Source: an optimization exercise on an open RTL-to-GDS flow (aim: small area). Production flows keep margins and buffers that such runs may drop. Only simulation tests tie the RTL to the original design; equivalence was not proved. Power is estimated from default activity; no workload was simulated.

**design/flow/design.v**
```verilog
package mips_pkg;
    localparam int DATA_W = 32;
    localparam int ADDR_W = 5;
    localparam int DEPTH  = 32;
    typedef logic [DATA_W-1:0] word_t;
    typedef logic [ADDR_W-1:0] reg_addr_t;
    localparam reg_addr_t REG_ZERO    = 5'd0;
    localparam logic      WB_SEL_ALU  = 1'b0;
    localparam logic      WB_SEL_MEM  = 1'b1;
    localparam logic      ADDR_SEL_RT = 1'b0;
    localparam logic      ADDR_SEL_RD = 1'b1;
endpackage
module wb_mux (
    input  logic      wb_write_en,
    input  logic      wb_addr_sel,
    input  logic      wb_data_sel,
    input  mips_pkg::reg_addr_t wb_addr1,
    input  mips_pkg::reg_addr_t wb_addr2,
    input  mips_pkg::word_t     ALU_result,
    input  mips_pkg::word_t     mem_data,
    output mips_pkg::reg_addr_t wb_addr,
    output mips_pkg::word_t     wb_data,
    output logic      wb_valid
);
    assign wb_addr  = (wb_addr_sel == mips_pkg::ADDR_SEL_RD) ? wb_addr2 : wb_addr1;
    assign wb_data  = (wb_data_sel == mips_pkg::WB_SEL_MEM) ? mem_data : ALU_result;
    assign wb_valid = wb_write_en && (wb_addr != mips_pkg::REG_ZERO);
endmodule
module rf_store (
    input  logic                                clk,
    input  logic [mips_pkg::DEPTH-1:1]          wen,
    input  logic [mips_pkg::DEPTH-1:1]          wen_n,
    input  logic [mips_pkg::DATA_W-1:0]         dcol,
    output logic [mips_pkg::DEPTH*mips_pkg::DATA_W-1:mips_pkg::DATA_W] s
);
    genvar gj, gb;
    generate
        for (gj = 1; gj < mips_pkg::DEPTH; gj++) begin : g_row
            logic [mips_pkg::DATA_W-1:0] row_q;
            for (gb = 0; gb < mips_pkg::DATA_W; gb++) begin : g_bit
                always_ff @(posedge clk) begin
                    row_q[gb] <= ~((row_q[gb] | wen[gj]) & (wen_n[gj] | dcol[gb]));
                end
            end
            assign s[gj*mips_pkg::DATA_W +: mips_pkg::DATA_W] = row_q;
        end
    endgenerate
endmodule
module rf_aoi3 (
    input  logic [2:0] a,
    input  logic [2:0] b,
    output logic       y
);
    assign y = ~|(a & b);
endmodule
module rf_comb (
    input  logic [9:0] part_n,
    input  logic [1:0] a,
    input  logic [1:0] b,
    input  logic       pe,
    output logic       y
);
    assign y = (~&part_n | (|(a & b))) ^ pe;
endmodule
module rf_read (
    input  logic [mips_pkg::DEPTH-1:0]          sel,
    input  logic                                pe,
    input  logic [mips_pkg::DATA_W-1:0]         byp_word,
    input  logic [mips_pkg::DEPTH*mips_pkg::DATA_W-1:mips_pkg::DATA_W] s,
    output logic [mips_pkg::DATA_W-1:0]         m
);
    genvar gb, gg;
    generate
        for (gb = 0; gb < mips_pkg::DATA_W; gb++) begin : g_bit
            logic [mips_pkg::DEPTH-1:0] col;
            logic [9:0]                 part_n;
            assign col[0] = byp_word[gb];
            for (gg = 1; gg < mips_pkg::DEPTH; gg++) begin : g_col
                assign col[gg] = s[gg*mips_pkg::DATA_W + gb];
            end
            for (gg = 0; gg < 10; gg++) begin : g_aoi3
                rf_aoi3 u_aoi (.a(sel[3*gg +: 3]), .b(col[3*gg +: 3]), .y(part_n[gg]));
            end
            rf_comb u_comb (.part_n(part_n), .a(sel[31:30]), .b(col[31:30]), .pe(pe), .y(m[gb]));
        end
    endgenerate
endmodule
module wb_regfile (
    input  logic      clk,
    input  logic      reset,
    input  mips_pkg::word_t     ALU_result,
    input  mips_pkg::word_t     mem_data,
    input  logic      wb_write_en,
    input  logic      wb_addr_sel,
    input  logic      wb_data_sel,
    input  mips_pkg::reg_addr_t wb_addr1,
    input  mips_pkg::reg_addr_t wb_addr2,
    input  mips_pkg::reg_addr_t rs_addr,
    input  mips_pkg::reg_addr_t rt_addr,
    output mips_pkg::word_t     rs_data,
    output mips_pkg::word_t     rt_data,
    output mips_pkg::reg_addr_t wb_addr,
    output mips_pkg::word_t     wb_data,
    output logic      wb_valid
);
    wb_mux u_wb_mux (
        .wb_write_en (wb_write_en),
        .wb_addr_sel (wb_addr_sel),
        .wb_data_sel (wb_data_sel),
        .wb_addr1    (wb_addr1),
        .wb_addr2    (wb_addr2),
        .ALU_result  (ALU_result),
        .mem_data    (mem_data),
        .wb_addr     (wb_addr),
        .wb_data     (wb_data),
        .wb_valid    (wb_valid)
    );
    logic [mips_pkg::DEPTH-1:1] wen;
    genvar gi;
    generate
        for (gi = 1; gi < mips_pkg::DEPTH; gi++) begin : g_wen
            assign wen[gi] = wb_valid && (wb_addr == mips_pkg::ADDR_W'(gi));
        end
    endgenerate
    logic phase;
    always_ff @(posedge clk or negedge reset) begin
        if (!reset) begin
            phase <= 1'b0;
        end else begin
            phase <= ~phase;
        end
    end
    logic [mips_pkg::DATA_W-1:0] dcol;
    assign dcol = wb_data ^ {mips_pkg::DATA_W{phase}};
    logic [mips_pkg::DEPTH-1:1] valid;
    always_ff @(posedge clk or negedge reset) begin
        if (!reset) begin
            valid <= '0;
        end else begin
            valid <= valid | wen;
        end
    end
    logic [mips_pkg::DEPTH*mips_pkg::DATA_W-1:mips_pkg::DATA_W] s;
    rf_store u_store (
        .clk   (clk),
        .wen   (wen),
        .wen_n (~wen),
        .dcol  (dcol),
        .s     (s)
    );
    function automatic logic [mips_pkg::DEPTH-1:0] read_sel(input logic [mips_pkg::ADDR_W-1:0] addr);
        logic [mips_pkg::DEPTH-1:0] sel;
        logic                       byp;
        byp = reset && wb_valid && (addr == wb_addr);
        sel = '0;
        sel[0] = byp;
        for (int j = 1; j < mips_pkg::DEPTH; j++) begin
            sel[j] = reset && !byp && valid[j] && (addr == mips_pkg::ADDR_W'(j));
        end
        read_sel = sel;
    endfunction
    logic [mips_pkg::DEPTH-1:0] rs_sel, rt_sel;
    assign rs_sel = read_sel(rs_addr);
    assign rt_sel = read_sel(rt_addr);
    rf_read u_rs (.sel(rs_sel), .pe(phase && (|rs_sel)), .byp_word(dcol), .s(s), .m(rs_data));
    rf_read u_rt (.sel(rt_sel), .pe(phase && (|rt_sel)), .byp_word(dcol), .s(s), .m(rt_data));
endmodule
```
**design/flow/flow/run.sh**
```bash
#!/bin/bash
# Layout flow: the standard flow (standard.sh, its synthesis unchanged) with
#  - port buffers of the smallest buffer cell instead of the one buffer_ports picks,
#  - clock tree without dummy loads,
#  - power recovery (downsizing of non-critical cells) after global routing.
# The full make output goes to flow_make.log; each ORFS step logs under orfs/logs/.
set -euo pipefail
bash standard.sh \
  "BUFFER_PORTS_ARGS=-buffer_cell sky130_fd_sc_hd__buf_1" \
  "CTS_ARGS=-sink_clustering_enable -repair_clock_nets -dont_use_dummy_load" \
  RECOVER_POWER=100 \
  finish > flow_make.log 2>&1
```
**design/flow/standard.sh**
```bash
#!/bin/bash
# synth_recipe.tcl (not shown) runs the flow's synth.tcl, then flattens the netlist and writes it again
# the make line also repeats each setting of config.mk as NAME=value (left out here)
make -C /OpenROAD-flow-scripts/flow DESIGN_CONFIG=/design/flow/config.mk WORK_HOME=/design/flow/orfs CLKGATE_MAP_FILE= SYNTH_SCRIPT=/design/flow/synth_recipe.tcl "${@:-finish}"
```
**design/flow/config.mk**
```make
export PLATFORM = sky130hd
export DESIGN_NAME = wb_regfile
export DESIGN_NICKNAME = wb_regfile
export VERILOG_FILES = /design/flow/design.v
export SDC_FILE = /design/flow/constraint.sdc
export NUM_CORES = 4
export LEC_CHECK = 0
export CAP_MARGIN = 20
export CORE_MARGIN = 2
export CORE_UTILIZATION = 45
export PLACE_DENSITY = 0.55
export SLEW_MARGIN = 20
export SYNTH_HIERARCHICAL = 1
```
**design/flow/constraint.sdc**
```tcl
create_clock -name core_clock -period 8.0 [get_ports {clk}]
set_input_delay 1.6000 -clock core_clock [delete_from_list [all_inputs] [get_ports {clk}]]
set_output_delay 1.6000 -clock core_clock [all_outputs]
set_load 0.01 [all_outputs]
```
==> metrics.md, run 1 <==
| Metric | Value |
|---|---|
| Die width | 306 um |
| CP Launch Point | wb_addr_sel |
| Gr usage total | 0.413 |
| Clk pin slew, worst setup/hold paths | 0.06 ns |
| Worst setup margin | -0.0331 ns |
| Hold WS | 0.473 ns |
| Drt drc | 0 |
| Die Y | 306 um |
| H-tree depth | 3 |
| Register area share after synthesis | 0.504 |
| Highest Signal Layer | met5 |
| Mapped cell area | 41000 um^2 |
| Maximum fanout along the worst path | 20 |
| Avg Cell Area, Syn | 11.0 um^2 |
| Post-DRT Antenna Nets | 0 |
| Top FF cell, synth | dfxtp_1 |
| P per Cell Area | 332 nW/um^2 |
| Count leader, synth | o22ai_1 |
| Crit path DAT | 6.43 ns |
| Nature of the critical path endpoint | output port |
| Largest net degree at the start of global routing | 42 |
| Yosys cell types | 54 |
| Initial antenna violation count | 3 |
| Placed cell count | around 4900 |
| Area leader, netlist | dfxtp_1 |
| Share of cells above drive strength 1 | 0.0931 |
| Clk sinks | 1024 |
| Final Util | 0.499 |
| First-pass GRT wire length | 287000 um |
| P&R area growth vs syn | 9.90% |
| Peak VDD IR | approximately 0.00017 V |
| PortBufs | 190 |
| Synth warnings | 8 |
| Top cells by count, synth | o22ai_1 (993), dfxtp_1 (992), a222oi_1 (640) |
| Syn_nets | around 3800 |
| Routed vias | about 42000 |
| Tcrit/Tclk final | 1.00 |
| Clock Latency Late Sink | 0.70 ns |
| Clock Skews | 0.0712 ns |
| Synthesized instance count | 3714 |
| Leak pwr | 16.2 nW |
| Final nets | 3967 |
| Pwr Total | 14.9 mW |
| Status | failed layout checks |
| Cts bufs inserted | approximately 110 |
| F_max | 124 MHz |
| Unrepaired setup endpoints after global routing | false |
| Final setup fails | 1 |
| Dpl ws | 0.320 ns |
| Dpl hpwl | 118000 um |
| IO Pins | 191 |
| Ys async rst share | 0.0313 |
| Minimum clock period | 8.03 ns |
| Drt initial violations | between 10000 and 15000 |
| Hold crit path type | reg2reg |
| Max-Cap Viols | 51 |
| Post-synth top area share | 0.485 |
| Slew Viols, Final | 1500 |
| EDFF count, synth | 0 |
| RD Place Congestion | 0.985 |
| TritonCTS clock tree | done |
| Hold_sp | u_store.g_row[25].row_q[2]$_DFF_P_ |
| Finished Layout Cells | 5055 |
| Routed len/inst | 40.2 um |
| Worst Path Required | 6.40 ns |
| Row count | 110 |
| Post-CTS setup buffers | 0 |
| Max Root-Sink Buffers | 3 |
| Yosys reg bits | 1024 |
| Vias per cell | ~8.4 |
| Critical path launch point type | input pin |
| Starting Density | 0.454 |
| DR WL met2 | ~85000 um |
| Die area | 93500 um^2 |
| Grt ovf | 0 |
| DR pass1 iterations | 14 |
| CTS root buf | clkbuf_16 |
| Final hold violation count | 0 |
| Reg-to-reg startpoint | phase$_DFF_PN0_ |
| Core ar. | 90100 um^2 |
| WL final | 203000 um |
| Top cells by area, synth | dfxtp_1 (48%), a222oi_1 (16%), o22ai_1 (15%) |
| Worst-margin pin slew | 3.04 ns |
| Vias in the first global route | 40917 |
| Crit Path Category | in2out |
| Met3 WL | 31000 um |
| SO Viols | capacitance limit, slew limit, setup timing |
| Max-slew headroom | -1.03 |
| Met1 wire length | 73200 um |
[per-module statistics from Yosys (local to each module, per instance), excerpt]
module      area [um^2]  flops+latches
rf_comb            46.3              0
wb_regfile         3020             32
rf_aoi3            10.0              0
rf_store          28100            992
wb_mux              469              0
[critical path, stage by stage]
cell and delay, ns:
clkbuf_1 0.24, mux2_2 0.47, xor2_1 0.19, nor3_1 0.31, a31oi_1 0.20, and2_0 0.39
and3_1 0.63, buf_4 0.43, a222oi_1 0.45, nand4_1 0.58, nor4_2 0.52, xnor2_1 0.19
buf_1 0.18
[power breakdown]
| part | internal (mW) | switching (mW) | total, mW |
|---|---|---|---|
| clock network | 2.35 | 1.95 | 4.29 |
| logic | 1.05 | 1.19 | 2.24 |
| registers | 6.91 | 1.48 | 8.39 |
[path summary, 6_finish.rpt]
path / to / slack [ns] / depth (start not counted)
worst max-delay path: rs_data[1] / -0.03 / 13
worst min-delay path: u_store.g_row[25].row_q[2]$_DFF_P_ / 0.47 / 1
worst max register to register: u_store.g_row[11].row_q[8]$_DFF_P_ / 2.91 / 4
worst min register to register: u_store.g_row[25].row_q[2]$_DFF_P_ / 0.47 / 1
max in group asynchronous: valid[1]$_DFF_PN0_ / 6.40 / 2
min in group asynchronous: valid[21]$_DFF_PN0_ / 1.16 / 2
[per-layer routing]
metal	track usage	up-vias
met5	0.0165	-
met4	0.255	4
met3	0.137	1028
met2	0.601	4109
met1	0.527	20570
li1	-	16555
[repair_timing]
action,in CTS,in global routing
hold endpoints to repair,0,0
resized for setup,0,5
endpoints found under the setup margin,0,5
hold buffers,0,0
[state kept, by name, indices dropped and copies added, names as in the netlist]
signal / count
phase: 1
u_store.g_row.row_q: 992
valid: 31
[stage by stage]
step | area, um^2 | setup TNS, ns
6_report | 45000 | -0.0331
4_1_cts | 45400 | 0
3_3_place_gp | 42700 | 0
2_1_floorplan | 41000 | 0
3_5_place_dp | 42700 | 0
5_1_grt | 45000 | 0
[logic make-up after synthesis]
kind of cell / share of synthesized area
compound gates: 0.327
flops: 0.504
simple gates: 0.0738
buf+inv: 0.0562
xor+xnor: 0.0227
mux: 0.0165
[cell usage in the layout (no fill, tap or decap), drive strengths merged, types with 2 or more instances in the layout]
master  instances
nor2b           8
buf           305
a22oi           5
nor4bb          2
inv            36
nand4         129
mux4            7
nor4           67
and2            4
nor3b           6
and4            3
nand3           6
a222oi        640
nand2b         17
a21oi           2
dfxtp         992
and3           60
nor2           22
a22o           65
nand2         105
xor2           41
or2            19
nor3           13
mux2i           3
xnor2          65
o22ai         993
a31oi           4
a21o            2
a211oi          2
dfrtp          32
mux2           43
clkbuf        166
diode           3
[layout make-up]
cell class                 instances  area [um^2]
fill                            8116        45100
inverter                          36          135
tap                             1176         1470
clock buffer                     108         2700
sequential                      1024        20700
timing repair buffer             363         1880
antenna                            3         7.51
multi-input combinational       2345        18200
==> inputs of run 2 (changes only) <==
--- a/design/flow/design.v
+++ b/design/flow/design.v
@@ -54,12 +54,31 @@
     assign y = ~|(a & b);
 endmodule
-module rf_comb (
-    input  logic [9:0] part_n,
+module rf_nand4 (
+    input  logic [3:0] a,
+    output logic       y
+);
+    assign y = ~&a;
+endmodule
+module rf_grp_last (
+    input  logic [1:0] part_n,
     input  logic [1:0] a,
     input  logic [1:0] b,
+    output logic       y
+);
+    assign y = ~(&part_n & ~|(a & b));
+endmodule
+module rf_fin (
+    input  logic [2:0] grp,
     input  logic       pe,
     output logic       y
 );
-    assign y = (~&part_n | (|(a & b))) ^ pe;
+    assign y = (|grp) ^ pe;
+endmodule
+module rf_xor2 (
+    input  logic a,
+    input  logic b,
+    output logic y
+);
+    assign y = a ^ b;
 endmodule
 module rf_read (
@@ -75,4 +94,5 @@
             logic [mips_pkg::DEPTH-1:0] col;
             logic [9:0]                 part_n;
+            logic [2:0]                 grp;
             assign col[0] = byp_word[gb];
             for (gg = 1; gg < mips_pkg::DEPTH; gg++) begin : g_col
@@ -82,5 +102,8 @@
                 rf_aoi3 u_aoi (.a(sel[3*gg +: 3]), .b(col[3*gg +: 3]), .y(part_n[gg]));
             end
-            rf_comb u_comb (.part_n(part_n), .a(sel[31:30]), .b(col[31:30]), .pe(pe), .y(m[gb]));
+            rf_nand4    u_grp0 (.a(part_n[3:0]), .y(grp[0]));
+            rf_nand4    u_grp1 (.a(part_n[7:4]), .y(grp[1]));
+            rf_grp_last u_grp2 (.part_n(part_n[9:8]), .a(sel[31:30]), .b(col[31:30]), .y(grp[2]));
+            rf_fin      u_fin  (.grp(grp), .pe(pe), .y(m[gb]));
         end
     endgenerate
@@ -132,5 +155,10 @@
     end
     logic [mips_pkg::DATA_W-1:0] dcol;
-    assign dcol = wb_data ^ {mips_pkg::DATA_W{phase}};
+    genvar gd;
+    generate
+        for (gd = 0; gd < mips_pkg::DATA_W; gd++) begin : g_dcol
+            rf_xor2 u_x (.a(wb_data[gd]), .b(phase), .y(dcol[gd]));
+        end
+    endgenerate
     logic [mips_pkg::DEPTH-1:1] valid;
     always_ff @(posedge clk or negedge reset) begin
==> design/flow/flow/run.sh (replaced) <==
#!/bin/bash
# Layout flow: the standard flow (standard.sh, its synthesis unchanged) with
#  - port buffers of the smallest buffer cell instead of the one buffer_ports picks,
# The full make output goes to flow_make.log; each ORFS step logs under orfs/logs/.
set -euo pipefail
bash standard.sh \
  "BUFFER_PORTS_ARGS=-buffer_cell sky130_fd_sc_hd__buf_1" \
  finish > flow_make.log 2>&1
==> run 2 against run 1 <==
Against the previous run: now clean on timing, DRC and antenna; critical path depth unchanged; hold slack barely moved; sequential cell count did not move; routed wire length increased by 3.8%; design area increased by 3.0%; critical endpoint is now rs_data[8]; largest power group unchanged.
==> metrics.md, run 2 <==
| Metric | Value |
|---|---|
| Status | timing/DRC/antenna clean |
| Final setup fails | 0 |
| PortBufs | 190 |
| Crit Path Category | in2out |
| Nature of the critical path endpoint | output port |
| P&R area growth vs syn | 13.5% |
| Worst Path Required | 6.40 ns |
| Routed vias | 42606 |
| CTS root buf | clkbuf_16 |
| Max Root-Sink Buffers | 3 |
| Largest net degree at the start of global routing | 35 |
| Core ar. | approximately 90000 um^2 |
| Net Sw Frac | 0.308 |
| Routed len/inst | 41.0 um |
| Clock Latency Late Sink | between 0.6 and 0.7 ns |
| Die area | 93200 um^2 |
| Max-slew headroom | 0.127 |
| Crit path DAT | about 6.0 ns |
| Clock power share | 0.325 |
| Cts bufs inserted | 108 |
| Vias in the first global route | 40815 |
| Psw | 4.89 mW |
| Synth warnings | 8 |
| Avg Cell Area, Syn | 11.0 um^2 |
| Tcrit/Tclk final | 0.955 |
| Clk pin slew, worst setup/hold paths | 0.06 ns |
| Critical path launch point type | input pin |
| Combinational share of power | 0.147 |
| Biggest regs | u_store.g_row.row_q (992), valid (31), phase (1) |
| IO Pins | about 190 |
| Hold WS | 0.473 ns |
| Hold Buf Count CTS | 0 |
| Starting Density | 0.454 |
| Max FFs per register | 992 |
| Area leader, netlist | dfxtp_1 |
| RD Place Congestion | 1.01 |
| Hold crit path type | reg2reg |
| Grt ovf | 0 |
| Max-Cap Viols | 0 |
| Clk sinks | ~1000 |
| Peak VDD IR | ~0.00019 V |
| Yosys reg bits | 1024 |
| Initial antenna violation count | 4 |
| Slew Viols, Final | 0 |
| Die Y | between 300 and 400 um |
| WL final | roughly 210000 um |
| H-tree depth | 3 |
| Minimum clock period | roughly 7.6 ns |
| Hold Path Stages | 1 |
| Commonest cells after routing, fill and taps aside | o22ai_1 (993), dfxtp_1 (992), a222oi_1 (640) |
| Vias per cell | ~8.3 |
| Clock Skews | 0.0183 ns |
| Die width | 305 um |
| Register-to-Register Path Depth | 4 |
| Post_cts resized | 0 |
| P per Cell Area | around 340 nW/um^2 |
| Count leader, synth | o22ai_1 |
| F_max | 131 MHz |
| Register area share after synthesis | 0.506 |
| Drt initial violations | 11607 |
| Top FF cell, synth | dfxtp_1 |
| Setup TNS | 0 ns |
| Top cells by count, synth | o22ai_1 (993), dfxtp_1 (992), a222oi_1 (640) |
| Final hold violation count | 0 |
| Row count | 110 |
| DR pass1 iterations | 17 |
| Unrepaired setup endpoints after global routing | false |
| Maximum fanout along the worst path | 32 |
| Worst-margin pin slew | approximately 1.3 ns |
| Share of cells above drive strength 1 | 0.133 |
| TritonCTS clock tree | done |
| Dpl hpwl | between 100000 and 150000 um |
| Commonest non-fill, non-tap cell in the layout | o22ai_1 |
| Drt drc | 0 |
| Largest Register | u_store.g_row.row_q |
| Mapped cell area | 40800 um^2 |
| Top cells by area, synth | dfxtp_1 (49%), a222oi_1 (16%), o22ai_1 (15%) |
| EDFF count, synth | 0 |
| Internal | ~11 mW |
| Yosys cell types | 53 |
| Synthesized instance count | 3718 |
| Gr usage total | 0.427 |
| Post-CTS setup buffers | 0 |
| Ys async rst share | 0.0313 |
| First-pass GRT wire length | 293000 um |
| Sequential Power Share | 0.528 |
| Final nets | 3977 |
| Leak pwr | 16.7 nW |
| Post-DRT Antenna Nets | 0 |
| Post-synth top area share | 0.486 |
| Syn_nets | 3807 |
==> run 2: cell types whose count changed in the layout (fill, tap and decap cells not counted), sizes merged, moves of 25 or more <==
| cell | delta |
|---|---|
| a22o | -65 |
| nand3 | +63 |
| nor3 | +57 |
| buf | +58 |
| a22oi | +59 |
| clkinv | +25 |
| nand2 | -59 |
| nor4 | -64 |
==> run 2: final timing paths <==
path                                                     from                                  end  slack [ns]
max                                               wb_addr_sel                           rs_data[8]        0.36
min                        u_store.g_row[10].row_q[0]$_DFF_P_   u_store.g_row[10].row_q[0]$_DFF_P_        0.47
max reg2reg                                   phase$_DFF_PN0_  u_store.g_row[12].row_q[21]$_DFF_P_        4.61
min reg2reg                u_store.g_row[10].row_q[0]$_DFF_P_   u_store.g_row[10].row_q[0]$_DFF_P_        0.47
max in group asynchronous                               reset                      phase$_DFF_PN0_        6.25
min in group asynchronous                               reset                   valid[9]$_DFF_PN0_        0.96
==> run 2: power by group through the flow <==
| stage | sequential, mW | clock [mW] | combinational (mW) |
|---|---|---|---|
| 2_1_floorplan | 7.95 | 0 | 1.59 |
| 3_3_place_gp | 8.22 | 0 | 2.16 |
| 3_5_place_dp | 8.32 | 0 | 2.28 |
| 4_1_cts | 8.25 | 5.16 | 2.27 |
| 5_1_grt | 8.52 | 5.39 | 2.47 |
| 6_report | 8.37 | 5.15 | 2.34 |
==> run 2: layout make-up <==
class	count	area [um^2]
inverter	40	150
multi-input combinational	2349	18400
sequential	1024	20700
timing repair buffer	365	2040
fill	7969	43700
tap	1176	1470
clock buffer	157	3240
antenna	2	5.00
clock inverter	35	382
==> run 2: cells by family after synthesis <==
| group | count (synthesis) | synth area share |
|---|---|---|
| simple gates | 466 | 0.0724 |
| xor+xnor | 106 | 0.0227 |
| mux | 55 | 0.0170 |
| buf+inv | 345 | 0.0565 |
| compound gates | 1722 | 0.325 |
| flops | 1024 | 0.506 |
==> run 2: Yosys stat by module, one instance, submodules excluded, a selection <==
| module | flip-flops and latches | cells | times used | cell area [um^2] |
|---|---|---|---|---|
| rf_store | 992 | 2266 | 1 | 28100 |
| wb_regfile | 32 | 352 | 1 | 2770 |
| wb_mux | 0 | 44 | 1 | 469 |
| rf_fin | 0 | 2 | 64 | 18.8 |
| rf_grp_last | 0 | 2 | 64 | 12.5 |
| rf_aoi3 | 0 | 1 | 640 | 10.0 |
| rf_xor2 | 0 | 1 | 32 | 8.76 |
| rf_nand4 | 0 | 1 | 128 | 6.26 |
==> run 2: routing by layer <==
layer / global-route usage / routed length [um] / vias to the layer above
met1: 0.532 / 73400 / 20587
li1: - / - / 16697
met2: 0.584 / 83200 / 4358
met5: 0.00362 / 55 / -
met4: 0.354 / 20500 / 4
met3: 0.155 / 33900 / 960
==> run 2: stage by stage <==
| step | instances | power [mW] | cell area, um^2 | setup slack [ns] | utilization |
|---|---|---|---|---|---|
| 2_1_floorplan | 3718 | 9.54 | 40800 | 0.0315 | - |
| 3_3_place_gp | 4953 | 10.4 | 42700 | 0.722 | 0.475 |
| 3_5_place_dp | 4953 | 10.6 | 42700 | 0.647 | 0.475 |
| 4_1_cts | 5145 | 15.7 | 46300 | 0.632 | 0.515 |
| 5_1_grt | 5147 | 16.4 | 46400 | 0.373 | 0.515 |
| 6_report | 5148 | 15.9 | 46400 | 0.357 | 0.515 |
==> run 2: critical path, stage by stage <==
cell,delay (ns)
buf_1,0.25
mux2_2,0.47
nor3_2,0.19
a21boi_1,0.13
nand3_1,0.16
o311a_1,0.28
and2_1,0.32
and3_2,1.07
a222oi_1,0.32
nand4_1,0.40
nor3_2,0.10
xnor2_1,0.51
buf_1,0.21
==> inputs of run 3 (changes only) <==
==> design/flow/flow/run.sh (replaced) <==
#!/bin/bash
# Layout flow: the standard flow (standard.sh, its synthesis unchanged) with
#  - port buffers of the smallest buffer cell instead of the one buffer_ports picks,
#  - clock tree of small clock buffers without dummy loads,
# The full make output goes to flow_make.log; each ORFS step logs under orfs/logs/.
set -euo pipefail
bash standard.sh \
  "BUFFER_PORTS_ARGS=-buffer_cell sky130_fd_sc_hd__buf_1" \
  "CTS_ARGS=-sink_clustering_enable -repair_clock_nets -dont_use_dummy_load -buf_list {sky130_fd_sc_hd__clkbuf_4 sky130_fd_sc_hd__clkbuf_8} -root_buf sky130_fd_sc_hd__clkbuf_16 -sink_clustering_size 12 -sink_clustering_max_diameter 60" \
  finish > flow_make.log 2>&1
==> run 3 against run 2 <==
Against the previous run: largest power group unchanged; clock power fell by 41%; clock-buffer cell count fell by 56; cell count fell by 1.8%; register-to-register slack improved by 0.13 ns; maximum frequency fell by 1.3%; still clean on timing, DRC and antenna.
==> metrics.md, run 3 <==
| Metric | Value |
|---|---|
| Status | timing/DRC/antenna clean |
| Post-DRT Antenna Nets | 0 |
| Leak pwr | ~16 nW |
| Final hold violation count | 0 |
| Reg-to-reg startpoint | phase$_DFF_PN0_ |
| Delay of the slowest critical-path stage | ~1.1 ns |
| Minimum clock period | 7.75 ns |
| Commonest non-fill, non-tap cell in the layout | o22ai_1 |
| Crit path DAT | 6.15 ns |
| Final setup fails | 0 |
| Clock Latency Late Sink | between 0.6 and 0.7 ns |
| Max Root-Sink Buffers | 3 |
| Peak VDD IR | about 0.00014 V |
| Area leader, netlist | dfxtp_1 |
| Setup slack, reg-to-reg | 4.74 ns |
| Multiplexer area fraction after synthesis | 0.0170 |
| Gr usage total | 0.426 |
| Yosys cell types | 53 |
| Worst Path Required | 6.40 ns |
| Nature of the critical path endpoint | output port |
| Die area | just over 90000 um^2 |
| Biggest regs | u_store.g_row.row_q (992), valid (31), phase (1) |
| Top cells by area, synth | dfxtp_1 (49%), a222oi_1 (16%), o22ai_1 (15%) |
| WHS Endpoint | u_store.g_row[10].row_q[0]$_DFF_P_ |
| Synthesized instance count | 3718 |
| Synth Area in XOR/XNOR | 0.0227 |
| Top cells by count, synth | o22ai_1 (993), dfxtp_1 (992), a222oi_1 (640) |
| Largest Register | u_store.g_row.row_q |
| Die width | around 310 um |
| Final nets | 3969 |
| DR pass1 iterations | 15 |
| WL final | 210000 um |
| Net Sw Frac | 0.331 |
| Max-slew headroom | 0.127 |
| Cts bufs inserted | ~100 |
| Count leader, synth | o22ai_1 |
| RR Endpoint | u_store.g_row[18].row_q[13]$_DFF_P_ |
| Share of cells above drive strength 1 | 0.117 |
| Max-Cap Viols | 0 |
| Vias per cell | 8.41 |
| Hold WS | 0.475 ns |
| Post-synthesis simple-gate area fraction | 0.0724 |
| Dpl hpwl | around 130000 um |
| Drt drc | 0 |
| Largest family of logic cells by synthesized area | compound AO/OA/AOI/OAI gates |
| Commonest cells after routing, fill and taps aside | o22ai_1 (993), dfxtp_1 (992), a222oi_1 (640) |
| Critical path launch point type | input pin |
| Post-synthesis adder-cell area fraction | 0 |
| Routed vias | 42525 |
| RD Place Congestion | 1.01 |
| F_max | 129 MHz |
| Post-synthesis compound-gate area fraction | 0.325 |
| Row count | 110 |
| Routed len/inst | 41.6 um |
| Hold Path Stages | 1 |
| Avg Cell Area, Syn | 11.0 um^2 |
| Clock Skews | between 0.05 and 0.06 ns |
| Initial antenna violation count | 7 |
| Grt ovf | 0 |
| Vias in the first global route | slightly above 40000 |
| Worst path cell trace | buf_1, mux2_2, nor3_2, a21boi_1, nand3_1, o311a_1, and2_1, and3_2, a222oi_1, nand4_1, nor3_2, xnor2_1, buf_1 |
| Clk sinks | 1024 |
| H-tree depth | 3 |
| Post_cts resized | 0 |
| Register area share after synthesis | 0.506 |
| Largest net degree at the start of global routing | 35 |
| Syn_nets | 3807 |
| Hold Buf Count CTS | 0 |
| Crit Path Category | in2out |
| Setup TNS | 0 ns |
| Sequential Power Share | 0.609 |
| Post-synth top area share | 0.486 |
| CTS root buf | clkbuf_16 |
| Core ar. | 90000 um^2 |
| Hold_sp | u_store.g_row[10].row_q[0]$_DFF_P_ |
| Hold crit path type | reg2reg |
| Clock power share | 0.220 |
| P per Cell Area | 310 nW/um^2 |
| Worst-margin pin slew | 1.31 ns |
| Mapped cell area | 40800 um^2 |
| Tcrit/Tclk final | 0.968 |
| EDFF count, synth | 0 |
| Crit-path slowest cell | and3_2 |
| PortBufs | 190 |
| Internal | 9.18 mW |
| Slew Viols, Final | 0 |
| P&R area growth vs syn | 8.29% |
| Starting Density | 0.454 |
| Die Y | 305 um |
| Yosys reg bits | 1024 |
| Post-CTS setup buffers | 0 |
| Register-to-Register Path Depth | 4 |
| Synth warnings | 8 |
| Clk pin slew, worst setup/hold paths | 0.08 ns |
| Psw | 4.54 mW |
| Combinational share of power | 0.170 |
| First-pass GRT wire length | 292000 um |
| Ys async rst share | 0.0313 |
| Drt initial violations | about 12000 |
| Top FF cell, synth | dfxtp_1 |
| TritonCTS clock tree | done |
| Maximum fanout along the worst path | 32 |
| Max FFs per register | 992 |
| IO Pins | ~190 |
| Unrepaired setup endpoints after global routing | false |
run 3: metal layers:
layer | part of all wire | vias to the layer above | GRT usage
li1 | - | 16562 | -
met1 | 0.35 | 20602 | 0.537
met2 | 0.40 | 4407 | 0.590
met3 | 0.16 | 950 | 0.153
met4 | 0.091 | 4 | 0.330
met5 | 0.00013 | - | 0
run 3: worst max-delay path by stage:
stage / from / to / slack, ns / depth (start not counted)
floorplan: wb_addr_sel / rt_data[0] / 0.03 / 8
global placement: wb_addr_sel / rs_data[29] / 0.72 / 13
detailed placement: wb_addr_sel / rs_data[5] / 0.65 / 12
CTS: wb_addr_sel / rs_data[5] / 0.63 / 12
global route: wb_addr_sel / rs_data[22] / 0.34 / 14
finish: wb_addr_sel / rs_data[8] / 0.25 / 13
run 3: Yosys stat by module, one instance, submodules excluded, excerpt:
module,times used,cells inside
rf_store,1,2266
rf_fin,64,2
wb_regfile,1,352
wb_mux,1,44
rf_xor2,32,1
rf_nand4,128,1
rf_aoi3,640,1
rf_grp_last,64,2
run 3: kinds of logic (layout without fill, tap and decap cells):
kind of cell / Yosys count / in the layout
buf+inv: 345 / 505
xor+xnor: 106 / 106
other cells: 0 / 3
simple gates: 466 / 466
mux: 55 / 55
flops: 1024 / 1024
compound gates: 1722 / 1722
run 3: cell type report:
class                           count  area [um^2]
Antenna cell                        3         7.51
Clock buffer                      101         1490
Fill cell                        8159        45800
Inverter                           40          150
Multi-Input combinational cell   2349        18400
Sequential cell                  1024        20700
Tap cell                         1176         1470
Timing Repair Buffer              364         2020
run 3: power by group through the flow:
stage	registers (mW)	clock network [mW]	logic (mW)
global placement	8.22	0	2.16
floorplan	7.95	0	1.59
finish	8.36	3.02	2.34
CTS	8.24	3.02	2.27
global route	8.51	3.23	2.47
detailed placement	8.32	0	2.28
run 3: stage by stage:
step,utilization,setup slack (ns),std cells,total power [mW],instance area [um^2]
after global routing,0.491,0.342,5055,14.2,44200
after global placement,0.475,0.722,4953,10.4,42700
after detailed placement,0.475,0.647,4953,10.6,42700
after CTS,0.491,0.631,5054,13.5,44200
after floorplan,-,0.0315,3718,9.54,40800
final,0.491,0.254,5057,13.7,44200
run 3: critical path, delay by kind of cell:
kind / cells / cell delay, ns
and+or+nand+nor: 6 / 2.30
AOI/OAI and AO/OA: 3 / 0.76
xor gates and xnor gates: 1 / 0.53
muxes: 1 / 0.47
buffers and inverters: 2 / 0.45
==> inputs of run 4 (changes only) <==
--- a/design/flow/config.mk
+++ b/design/flow/config.mk
@@ -6,8 +6,8 @@
 export NUM_CORES = 4
 export LEC_CHECK = 0
-export CAP_MARGIN = 20
+export CAP_MARGIN = 5
 export CORE_MARGIN = 2
 export CORE_UTILIZATION = 45
 export PLACE_DENSITY = 0.55
-export SLEW_MARGIN = 20
+export SLEW_MARGIN = 5
 export SYNTH_HIERARCHICAL = 1
==> run 4 against run 3 <==
Against the previous run: clock-buffer cell count stayed put; largest cell class unchanged; critical path depth fell by 1; still clean on timing, DRC and antenna; critical path type unchanged; cell count barely moved.
==> metrics.md, run 4 <==
| Metric | Value |
|---|---|
| Status | timing/DRC/antenna clean |
| Reg-to-reg startpoint | phase$_DFF_PN0_ |
| Setup slack, reg-to-reg | around 4.7 ns |
| Starting Density | 0.454 |
| Biggest regs | u_store.g_row.row_q (992), valid (31), phase (1) |
| Crit-path slowest cell | and3_2 |
| Yosys reg bits | 1024 |
| Largest family of logic cells by synthesized area | compound AO/OA/AOI/OAI gates |
| Mapped cell area | 40800 um^2 |
| Clock Latency Late Sink | 0.66 ns |
| Post-synth top area share | 0.486 |
| Top FF cell, synth | dfxtp_1 |
| Worst path cell trace | buf_1, mux2_2, xnor2_1, nand3_1, o311a_1, and2_1, and3_2, a222oi_1, nand4_1, nor3_2, xnor2_1, buf_1 |
| Hold_sp | u_store.g_row[10].row_q[0]$_DFF_P_ |
| DR pass1 iterations | 15 |
| Unrepaired setup endpoints after global routing | false |
| Sequential Power Share | 0.609 |
| RD Place Congestion | slightly above 1 |
| Synth warnings | 8 |
| Tcrit/Tclk final | 0.964 |
| Clock Skews | just under 0.05 ns |
| P&R area growth vs syn | 8.29% |
| Die area | approximately 93000 um^2 |
| IO Pins | 191 |
| Avg Cell Area, Syn | 11.0 um^2 |
| Final setup fails | 0 |
| Post-synthesis compound-gate area fraction | 0.325 |
| Max Root-Sink Buffers | 3 |
| First-pass GRT wire length | 292000 um |
| Worst-margin pin slew | 1.35 ns |
| PortBufs | 190 |
| Row count | 110 |
| Net Sw Frac | 0.331 |
| Pwr Total | 13.7 mW |
| Hold crit path type | reg2reg |
| Vias per cell | about 8.4 |
| Core ar. | 90000 um^2 |
| Post-CTS setup buffers | 0 |
| Syn_nets | 3807 |
| Cts bufs inserted | 101 |
| Gr usage total | 0.426 |
| Clock power share | 0.221 |
| P per Cell Area | slightly above 300 nW/um^2 |
| Max FFs per register | 992 |
| Post-synthesis simple-gate area fraction | 0.0724 |
| Internal | 9.18 mW |
| Nature of the critical path endpoint | output port |
| Largest net degree at the start of global routing | 35 |
| EDFF count, synth | 0 |
| Top cells by area, synth | dfxtp_1 (49%), a222oi_1 (16%), o22ai_1 (15%) |
| Yosys cell types | between 50 and 60 |
| Combinational share of power | 0.170 |
| Hold WS | 0.475 ns |
| Max-slew headroom | 0.0974 |
| Drt drc | 0 |
| Final nets | roughly 4000 |
| Hold Buf Count CTS | 0 |
| Grt ovf | 0 |
| Initial antenna violation count | 7 |
| Synthesized instance count | about 3700 |
| Post-synthesis adder-cell area fraction | 0 |
| Critical path launch point type | input pin |
| Commonest non-fill, non-tap cell in the layout | o22ai_1 |
| Clk sinks | a little over 1000 |
| H-tree depth | 3 |
| Commonest cells after routing, fill and taps aside | o22ai_1 (993), dfxtp_1 (992), a222oi_1 (640) |
| Drt initial violations | approximately 12000 |
| Minimum clock period | 7.71 ns |
| Dpl hpwl | 126000 um |
| Maximum fanout along the worst path | 32 |
| Crit path DAT | 6.11 ns |
| Max-Cap Viols | 0 |
| CP Launch Point | wb_addr_sel |
| Multiplexer area fraction after synthesis | 0.0170 |
| Die Y | 305 um |
| Count leader, synth | o22ai_1 |
| Psw | 4.55 mW |
| Register area share after synthesis | 0.506 |
| Slew Viols, Final | 0 |
| Peak VDD IR | 0.000143 V |
| Clk pin slew, worst setup/hold paths | 0.08 ns |
| Routed len/inst | 41.6 um |
| Delay of the slowest critical-path stage | 0.68 ns |
| Top cells by count, synth | o22ai_1 (993), dfxtp_1 (992), a222oi_1 (640) |
| Final hold violation count | 0 |
| Worst Path Required | 6.40 ns |
| Synth Area in XOR/XNOR | 0.0227 |
| TritonCTS clock tree | done |
| Post-DRT Antenna Nets | 0 |
| Vias in the first global route | 40542 |
| Largest Register | u_store.g_row.row_q |
| F_max | 130 MHz |
| Leak pwr | 15.6 nW |
| Ys async rst share | 0.0313 |
| Routed vias | 42312 |
| CTS root buf | clkbuf_16 |
| Share of cells above drive strength 1 | 0.116 |
| Post_cts resized | 0 |
| Crit Path Category | in2out |
| Area leader, netlist | dfxtp_1 |
| WL final | ~210000 um |
| Die width | between 300 and 400 um |
| Setup TNS | 0 ns |
==> run 4: cell count changes in the layout (fill, tap and decap cells not counted) <==
cell | before | now
and4_1 | 5 | 6
and3_1 | 32 | 33
diode_2 | 3 | 4
and3_2 | 23 | 22
and4_4 | 1 | 0
==> run 4: per-layer routing <==
layer  vias to the layer above  global-route usage  share of wire
li1                      16556                   -              -
met1                     20588               0.537           0.35
met2                      4247               0.590           0.40
met3                       915               0.153           0.16
met4                         6               0.330          0.090
met5                         -                   0        0.00017
==> run 4: power groups by stage <==
stage | Combinational (mW) | Sequential (mW) | Clock [mW]
after global placement | 2.16 | 8.22 | 0
final | 2.34 | 8.36 | 3.03
after detailed placement | 2.28 | 8.32 | 0
after floorplan | 1.59 | 7.95 | 0
after global routing | 2.47 | 8.51 | 3.23
after CTS | 2.27 | 8.24 | 3.02
==> run 4: logic make-up (layout without fill, tap and decap cells) <==
logic type | count (synthesis) | count (layout)
compound gates | 1722 | 1722
xor+xnor | 106 | 106
buf+inv | 345 | 505
flops | 1024 | 1024
mux | 55 | 55
other cells | 0 | 4
simple gates | 466 | 466
==> run 4: worst paths after layout <==
kind	cells past startpoint	endpoint
worst max-delay path	12	rs_data[8]
worst min-delay path	1	u_store.g_row[10].row_q[0]$_DFF_P_
worst max register to register	4	u_store.g_row[18].row_q[13]$_DFF_P_
worst min register to register	1	u_store.g_row[10].row_q[0]$_DFF_P_
max in group asynchronous	2	phase$_DFF_PN0_
min in group asynchronous	1	valid[6]$_DFF_PN0_
==> run 4: stage by stage <==
step / utilization / instances / setup WS [ns] / area, um^2
2_1_floorplan: - / 3718 / 0.0315 / 40800
3_3_place_gp: 0.475 / 4953 / 0.722 / 42700
3_5_place_dp: 0.475 / 4953 / 0.647 / 42700
4_1_cts: 0.491 / 5054 / 0.631 / 44200
5_1_grt: 0.491 / 5055 / 0.342 / 44200
6_report: 0.491 / 5058 / 0.292 / 44200
==> run 4: layout make-up <==
class / count / area [um^2]
fillers: 8160 / 45800
flip-flops and latches: 1024 / 20700
repair buffers: 364 / 2020
multi-input cells: 2349 / 18400
clock buffers: 101 / 1490
diodes: 4 / 10.0
inverters: 40 / 150
well taps: 1176 / 1470
==> run 4: worst max-delay path, delay by kind of cell <==
kind | cells | cell delay [ns]
AO/OA/AOI/OAI | 2 | 1.04
buffers and inverters | 2 | 0.45
AND/OR/NAND/NOR | 5 | 1.98
multiplexers | 1 | 0.47
XOR/XNOR | 2 | 0.55
==> run 4: modules after synthesis (local to each module, per instance), excerpt <==
module	flops+latches	area (um^2)
rf_nand4	0	6.26
rf_grp_last	0	12.5
wb_mux	0	469
rf_xor2	0	8.76
rf_aoi3	0	10.0
wb_regfile	32	2770
rf_fin	0	18.8
rf_store	992	28100
==> inputs of run 5 (changes only) <==
--- a/design/flow/flow/run.sh
+++ b/design/flow/flow/run.sh
@@ -7,4 +7,4 @@
 bash standard.sh \
   "BUFFER_PORTS_ARGS=-buffer_cell sky130_fd_sc_hd__buf_1" \
-  "CTS_ARGS=-sink_clustering_enable -repair_clock_nets -dont_use_dummy_load -buf_list {sky130_fd_sc_hd__clkbuf_4 sky130_fd_sc_hd__clkbuf_8} -root_buf sky130_fd_sc_hd__clkbuf_16 -sink_clustering_size 12 -sink_clustering_max_diameter 60" \
+  "CTS_ARGS=-sink_clustering_enable -repair_clock_nets -dont_use_dummy_load -buf_list {sky130_fd_sc_hd__clkbuf_4} -root_buf sky130_fd_sc_hd__clkbuf_16 -sink_clustering_size 10 -sink_clustering_max_diameter 50" \
   finish > flow_make.log 2>&1
--- a/design/flow/config.mk
+++ b/design/flow/config.mk
@@ -6,8 +6,8 @@
 export NUM_CORES = 4
 export LEC_CHECK = 0
-export CAP_MARGIN = 5
+export CAP_MARGIN = 20
 export CORE_MARGIN = 2
 export CORE_UTILIZATION = 45
 export PLACE_DENSITY = 0.55
-export SLEW_MARGIN = 5
+export SLEW_MARGIN = 20
 export SYNTH_HIERARCHICAL = 1
==> run 5 against run 4 <==
Against the previous run: utilization fell by 0.51 points; design area fell by 1.0%; clock skew rose by 0.070 ns; largest power group unchanged; worst setup slack got worse by 0.026 ns.
==> metrics.md, run 5 <==
| Metric | Value |
|---|---|
| Die Y | ~310 um |
| Clock Skews | 0.119 ns |
| Cts bufs inserted | 132 |
| Syn_nets | 3807 |
| Core ar. | 90000 um^2 |
| Vias in the first global route | 40949 |
| Max Root-Sink Buffers | 3 |
| Family with the most delay on the worst path | simple AND/OR/NAND/NOR gates |
| First-pass GRT wire length | 292000 um |
| Top FF cell, synth | dfxtp_1 |
| Peak VDD IR | roughly 0.00013 V |
| Worst-margin pin slew | 1.29 ns |
| CP Launch Point | wb_addr_sel |
| Yosys cell types | 53 |
| P&R area growth vs syn | 7.16% |
| Area leader, netlist | dfxtp_1 |
| Biggest regs | u_store.g_row.row_q (992), valid (31), phase (1) |
| RD Place Congestion | 1.01 |
| Max-slew headroom | 0.138 |
| Vias per cell | 8.38 |
| Clk pin slew, worst setup/hold paths | 0.10 ns |
| Post-synth top area share | 0.486 |
| P per Cell Area | 302 nW/um^2 |
| Final Util | 0.486 |
| Maximum fanout along the worst path | 12 |
| Count leader, synth | o22ai_1 |
| Die width | between 300 and 400 um |
| Unrepaired setup endpoints after global routing | false |
| Clk sinks | 1024 |
| Hold_sp | u_store.g_row[10].row_q[0]$_DFF_P_ |
| F_max | 129 MHz |
| Drt initial violations | 11597 |
| TritonCTS clock tree | done |
| Commonest non-fill, non-tap cell in the layout | o22ai_1 |
| Row count | 110 |
| Critical path launch point type | input pin |
| Top cells by area, synth | dfxtp_1 (49%), a222oi_1 (16%), o22ai_1 (15%) |
| Largest Register | u_store.g_row.row_q |
| Routed vias | 42646 |
| Post-DRT Antenna Nets | 0 |
| Clock Latency Late Sink | between 0.7 and 0.8 ns |
| Worst Path Required | 6.40 ns |
| Avg Cell Area, Syn | 11.0 um^2 |
| CTS root buf | clkbuf_16 |
| Setup slack, reg-to-reg | about 4.8 ns |
| Hold crit path type | reg2reg |
| Ys async rst share | 0.0313 |
| Gr usage total | 0.428 |
| RR Endpoint | u_store.g_row[18].row_q[15]$_DFF_P_ |
| Yosys reg bits | a little over 1000 |
| Max FFs per register | between 900 and 1000 |
| Register area share after synthesis | 0.506 |
| Leak pwr | roughly 15 nW |
| Synth warnings | 8 |
| H-tree depth | 4 |
| Max-Cap Viols | 0 |
| IO Pins | 191 |
| Final setup fails | 0 |
| Top cells by count, synth | o22ai_1 (993), dfxtp_1 (992), a222oi_1 (640) |
| Worst path bufs/invs | 3 |
| CP Depth | 13 |
| Grt ovf | 0 |
| Synthesized instance count | 3718 |
| Reg area | approximately 21000 um^2 |
| Starting Density | 0.454 |
| Reg-to-reg startpoint | phase$_DFF_PN0_ |
| Crit path DAT | roughly 6 ns |
| Drt drc | 0 |
| EDFF count, synth | 0 |
| Dpl hpwl | 126000 um |
| Post_cts resized | 0 |
| Routed len/inst | between 40 and 50 um |
| PortBufs | between 150 and 200 |
| Register-to-Register Path Depth | 4 |
| DR pass1 iterations | 17 |
| Hold Buf Count CTS | 0 |
| Largest net degree at the start of global routing | 35 |
| Slew Viols, Final | 0 |
| WL final | 211000 um |
| Worst path cell trace | buf_1, mux2_2, xnor2_1, nand3_1, o311a_1, and2_1, and3_1, buf_4, a222oi_1, nand4_1, nor3_2, xnor2_1, buf_1 |
| Die area | 93200 um^2 |
| Setup TNS | 0 ns |
| Crit Path Category | in2out |
| Delay of the slowest critical-path stage | 0.66 ns |
| Tcrit/Tclk final | 0.967 |
| Post-CTS setup buffers | 0 |
| Status | timing/DRC/antenna clean |
| Area of the multi-input gates | around 18000 um^2 |
| Share of cells above drive strength 1 | 0.124 |
| Crit path capture | rs_data[22] |
| Minimum clock period | 7.73 ns |
| Final hold violation count | 0 |
| Mapped cell area | between 40000 and 50000 um^2 |
| Initial antenna violation count | 9 |
| Final nets | 4001 |
| Nature of the critical path endpoint | output port |
| Commonest cells after routing, fill and taps aside | o22ai_1 (993), dfxtp_1 (992), a222oi_1 (640) |
| Filler cell count | 8233 |
| Crit-path slowest cell | nand4_1 |
==> run 5: report_power, final <==
| group | switching (mW) | internal [mW] | leakage (nW) |
|---|---|---|---|
| combinational | 1.28 | 1.06 | 5.98 |
| clock | 1.76 | 0.780 | 0.615 |
| sequential | 1.47 | 6.88 | 8.89 |
==> run 5: layout make-up <==
type	count	share of cell area
timing repair buffer	365	0.0466
antenna	5	0.000286
sequential	1024	0.472
multi-input combinational	2349	0.421
clock buffer	132	0.0230
tap	1176	0.0336
inverter	40	0.00343
==> run 5: through the flow <==
step,setup slack (ns),instance area [um^2],power [mW],cells,hold slack [ns]
detailed placement,0.647,42700,10.6,4953,0.459
finish,0.266,43800,13.2,5091,0.477
global route,0.226,43700,13.7,5089,0.489
floorplan,0.0315,40800,9.54,3718,0.441
global placement,0.722,42700,10.4,4953,0.449
CTS,0.633,43700,13.0,5085,0.474
==> run 5: logic make-up after synthesis <==
logic type	share of synthesized area
flip-flops	0.506
buffers and inverters	0.0565
AND/OR/NAND/NOR	0.0724
XOR/XNOR	0.0227
AO/OA/AOI/OAI	0.325
multiplexers	0.0170
==> run 5: how the worst min path moves through the flow <==
stage | to | slack [ns] | cells past startpoint
2_1_floorplan | u_store.g_row[25].row_q[21]$_DFF_P_ | 0.44 | 1
3_3_place_gp | u_store.g_row[27].row_q[5]$_DFF_P_ | 0.45 | 1
3_5_place_dp | u_store.g_row[5].row_q[8]$_DFF_P_ | 0.46 | 1
4_1_cts | u_store.g_row[1].row_q[10]$_DFF_P_ | 0.47 | 1
5_1_grt | u_store.g_row[25].row_q[10]$_DFF_P_ | 0.49 | 1
6_report | u_store.g_row[10].row_q[0]$_DFF_P_ | 0.48 | 1
==> run 5: layer usage <==
layer | share of wire | track usage
met2 | 0.39 | 0.585
met4 | 0.095 | 0.353
met5 | 0.00037 | 0.00310
met3 | 0.16 | 0.163
met1 | 0.35 | 0.532
==> run 5: modules after synthesis, one instance, submodules excluded, excerpt <==
module	flip-flops and latches	cell area [um^2]	cells inside
rf_grp_last	0	12.5	2
wb_regfile	32	2770	352
rf_nand4	0	6.26	1
rf_fin	0	18.8	2
rf_store	992	28100	2266
rf_aoi3	0	10.0	1
rf_xor2	0	8.76	1
wb_mux	0	469	44

## port drivers added, routing unchanged
In the flow no input, the clock included, has a driving cell. The finished layouts below were timed again as built, in two steps. Step 1 sets driving cells, clkbuf_16 on the clock port and buf_2 on the other inputs (assumed; they add their load-dependent delay and slew). Step 2 adds t to the input delays and takes it off the output delays; t is the mean of the earliest and latest rising clock arrival at the registers after step 1. Input paths then give back, and output paths get back, about the clock's delay inside the block. Slacks: ideal / step 1 / step 2; pairs: ideal / step 1.
run | t (ns) | setup slack, ns | hold slack, ns | worst setup path after step 2 | slew at the worst register clock pin (ns)
run 1 | 0.736 | -0.033 / -0.059 / -0.268 | 0.473 / 0.473 / 0.473 | input to register | 0.06 / 0.06
run 2 | 0.754 | 0.357 / 0.321 / 0.321 | 0.473 / 0.473 / 0.473 | input to output | 0.06 / 0.06
run 3 | 0.688 | 0.254 / 0.218 / 0.218 | 0.475 / 0.475 / 0.475 | input to output | 0.09 / 0.09
run 4 | 0.690 | 0.292 / 0.256 / 0.256 | 0.475 / 0.475 / 0.475 | input to output | 0.09 / 0.09
run 5 | 0.796 | 0.266 / 0.231 / 0.231 | 0.477 / 0.477 / 0.477 | input to output | 0.12 / 0.12
For run 1, which loses most, drivers alone change the setup slack by -0.026 ns; drivers and shift together by -0.235 ns.
